This is an optimization exercise on Yosys and OpenROAD, whose aim is small area, not a production implementation.
In this exercise RTL edits were held to simulation tests only and were not proved equivalent to the original.

## synthCore
module synthCore
(
	input logic MAX10_CLK2_50,
	input logic rstN,
	input logic sampleTick,
	input logic [25:0] cfg,
	output logic signed [15:0] sampleOut,
	output logic sampleValid
);
export LEC_CHECK = 0
export ABC_AREA = 1
export CAP_MARGIN = 20
export CORE_MARGIN = 2
export CORE_UTILIZATION = 60
export CTS_BUF_LIST = sky130_fd_sc_hd__clkbuf_8
export SLEW_MARGIN = 20
export BUFFER_PORTS_ARGS = -buffer_cell sky130_fd_sc_hd__buf_1
export CTS_ARGS = -sink_clustering_enable -repair_clock_nets -dont_use_dummy_load -buf_list {sky130_fd_sc_hd__clkbuf_4 sky130_fd_sc_hd__clkbuf_8}
create_clock -name core_clock -period 10.0 [get_ports {MAX10_CLK2_50}]
standard.sh (not shown) runs the stock make flow with config.mk's settings and CLKGATE_MAP_FILE= SYNTH_SCRIPT=/design/flow/synth_recipe.tcl, a recipe that flattens the netlist after the stock synthesis.
==> flow/flow/run.sh <==
#!/bin/bash
# The standard layout (standard.sh, with its standard synthesis) with
# these changes:
# - after synthesis, fapol.py picks each full adder's polarity (a full adder
#   is self-dual) so the netlist needs fewer inverters, and turns half adders
#   with one output in use into plain gates; registers are not touched;
# - the port buffers are the smallest buffer cell;
# - clock tree synthesis inserts no dummy loads.
# Each tool's output goes to a log file here: synth.log, fapol.log, flow.log.
set -euo pipefail
cat >> config.mk <<'EOC'
export BUFFER_PORTS_ARGS = -buffer_cell sky130_fd_sc_hd__buf_1
export CTS_ARGS = -sink_clustering_enable -repair_clock_nets -dont_use_dummy_load -buf_list {sky130_fd_sc_hd__clkbuf_4 sky130_fd_sc_hd__clkbuf_8}
EOC
bash standard.sh synth > synth.log 2>&1
R=orfs/results/sky130hd/synthCore/base
cp $R/1_2_yosys.v $R/1_2_yosys.orig.v
python3 flow/fapol.py $R/1_2_yosys.orig.v $R/1_2_yosys.v > fapol.log 2>&1
rm -f $R/1_synth.odb
bash standard.sh finish > flow.log 2>&1
Other scripts of this flow, unchanged in this note and not shown: flow/flow/fapol.py
Then changed:
--- a/flow/flow/run.sh
+++ b/flow/flow/run.sh
@@ -12,3 +12,3 @@
 export BUFFER_PORTS_ARGS = -buffer_cell sky130_fd_sc_hd__buf_1
-export CTS_ARGS = -sink_clustering_enable -repair_clock_nets -dont_use_dummy_load -buf_list {sky130_fd_sc_hd__clkbuf_4 sky130_fd_sc_hd__clkbuf_8}
+export CTS_ARGS = -sink_clustering_enable -repair_clock_nets -dont_use_dummy_load -buf_list sky130_fd_sc_hd__clkbuf_8 -sink_clustering_levels 1 -sink_clustering_size 30 -sink_clustering_max_diameter 100
 EOC
Settings changed: ABC_AREA 1 to unset, CTS_ARGS -sink_clustering_enable -repair_clock_nets -dont_use_dummy_load -buf_list {sky130_fd_sc_hd__clkbuf_4 sky130_fd_sc_hd__clkbuf_8} to -sink_clustering_enable -repair_clock_nets -dont_use_dummy_load -buf_list sky130_fd_sc_hd__clkbuf_8 -sink_clustering_levels 1 -sink_clustering_size 30 -sink_clustering_max_diameter 100.
What happened: Final area came out lower by a few percent; wire length went down by roughly a tenth; clock skew came out lower by 0.0037 ns; first-iteration DRC count is lower by well over a third; non-clock buffer count climbs by 5; worst setup slack loses 0.22 ns.
Then changed:
==> flow/flow/run.sh (replaced) <==
#!/bin/bash
# The standard layout (standard.sh) with these changes:
# - synthesis: the standard flow's synthesis script, except that the final ABC mapping
#   uses flow/abc_area.script (area-oriented mapping, no upsizing) instead of
#   ORFS's speed script; registers are not touched;
# - after synthesis, fapol.py picks each full adder's polarity (a full adder
#   is self-dual) so the netlist needs fewer inverters, and turns half adders
#   with one output in use into plain gates;
# - the port buffers are the smallest buffer cell;
# - clock tree synthesis inserts no dummy loads.
# Each tool's output goes to a log file here: synth.log, fapol.log, flow.log.
set -euo pipefail
W=$(pwd)
cat >> config.mk <<'EOC'
export BUFFER_PORTS_ARGS = -buffer_cell sky130_fd_sc_hd__buf_1
export CTS_ARGS = -sink_clustering_enable -repair_clock_nets -dont_use_dummy_load -buf_list {sky130_fd_sc_hd__clkbuf_4 sky130_fd_sc_hd__clkbuf_8}
EOC
{
  head -n 1 synth_recipe.tcl
  echo "proc abc {args} { set i [lsearch \$args -script]; if {\$i >= 0} { lset args [expr {\$i + 1}] $W/flow/abc_area.script }; yosys abc {*}\$args }"
  tail -n +2 synth_recipe.tcl
} > own_synth.tcl
sed "s#$W/synth_recipe.tcl#$W/own_synth.tcl#" standard.sh > own_standard.sh
grep -q own_synth.tcl own_standard.sh
bash own_standard.sh synth > synth.log 2>&1
R=orfs/results/sky130hd/synthCore/base
cp $R/1_2_yosys.v $R/1_2_yosys.orig.v
python3 flow/fapol.py $R/1_2_yosys.orig.v $R/1_2_yosys.v > fapol.log 2>&1
rm -f $R/1_synth.odb
bash own_standard.sh finish > flow.log 2>&1
==> flow/flow/abc_area.script (new file) <==
strash
dch
map -a
topo
Settings changed: CTS_ARGS -sink_clustering_enable -repair_clock_nets -dont_use_dummy_load -buf_list sky130_fd_sc_hd__clkbuf_8 -sink_clustering_levels 1 -sink_clustering_size 30 -sink_clustering_max_diameter 100 to -sink_clustering_enable -repair_clock_nets -dont_use_dummy_load -buf_list {sky130_fd_sc_hd__clkbuf_4 sky130_fd_sc_hd__clkbuf_8}.
The new run produced a clean layout.
Via count climbs by 6.3%.
Cell count climbs by 10%.
Worst setup slack gets better by 0.14 ns.
Die area drops by 5.7%.
Sequential cell count is unchanged.

[port drivers added, routing unchanged]
The results above use ideal ports. As a check the final layouts listed here were re-extracted and re-timed, cells and wires unchanged. Step 1 sets driving cells, clkbuf_16 on the clock port and buf_2 on the other inputs (assumed; they add their load-dependent delay and slew). Step 2 times the ports against the registers' clock, not the clock port: input delays grow and output delays shrink by t, the midpoint of the rising clock arrivals with the driver on. Slacks: ideal ports / drivers / drivers and shift; pairs: ideal ports / drivers.
run | t (ns) | slack for setup (ns) | clock arrival spread, ns
the first run | 0.488 | 1.713 / 1.713 / 1.713 | 0.044 / 0.045
the second run | 0.490 | 1.491 / 1.491 / 1.491 | 0.032 / 0.031
the third run | 0.483 | 1.630 / 1.630 / 1.630 | 0.031 / 0.030
After both steps every run listed still meets setup and hold.
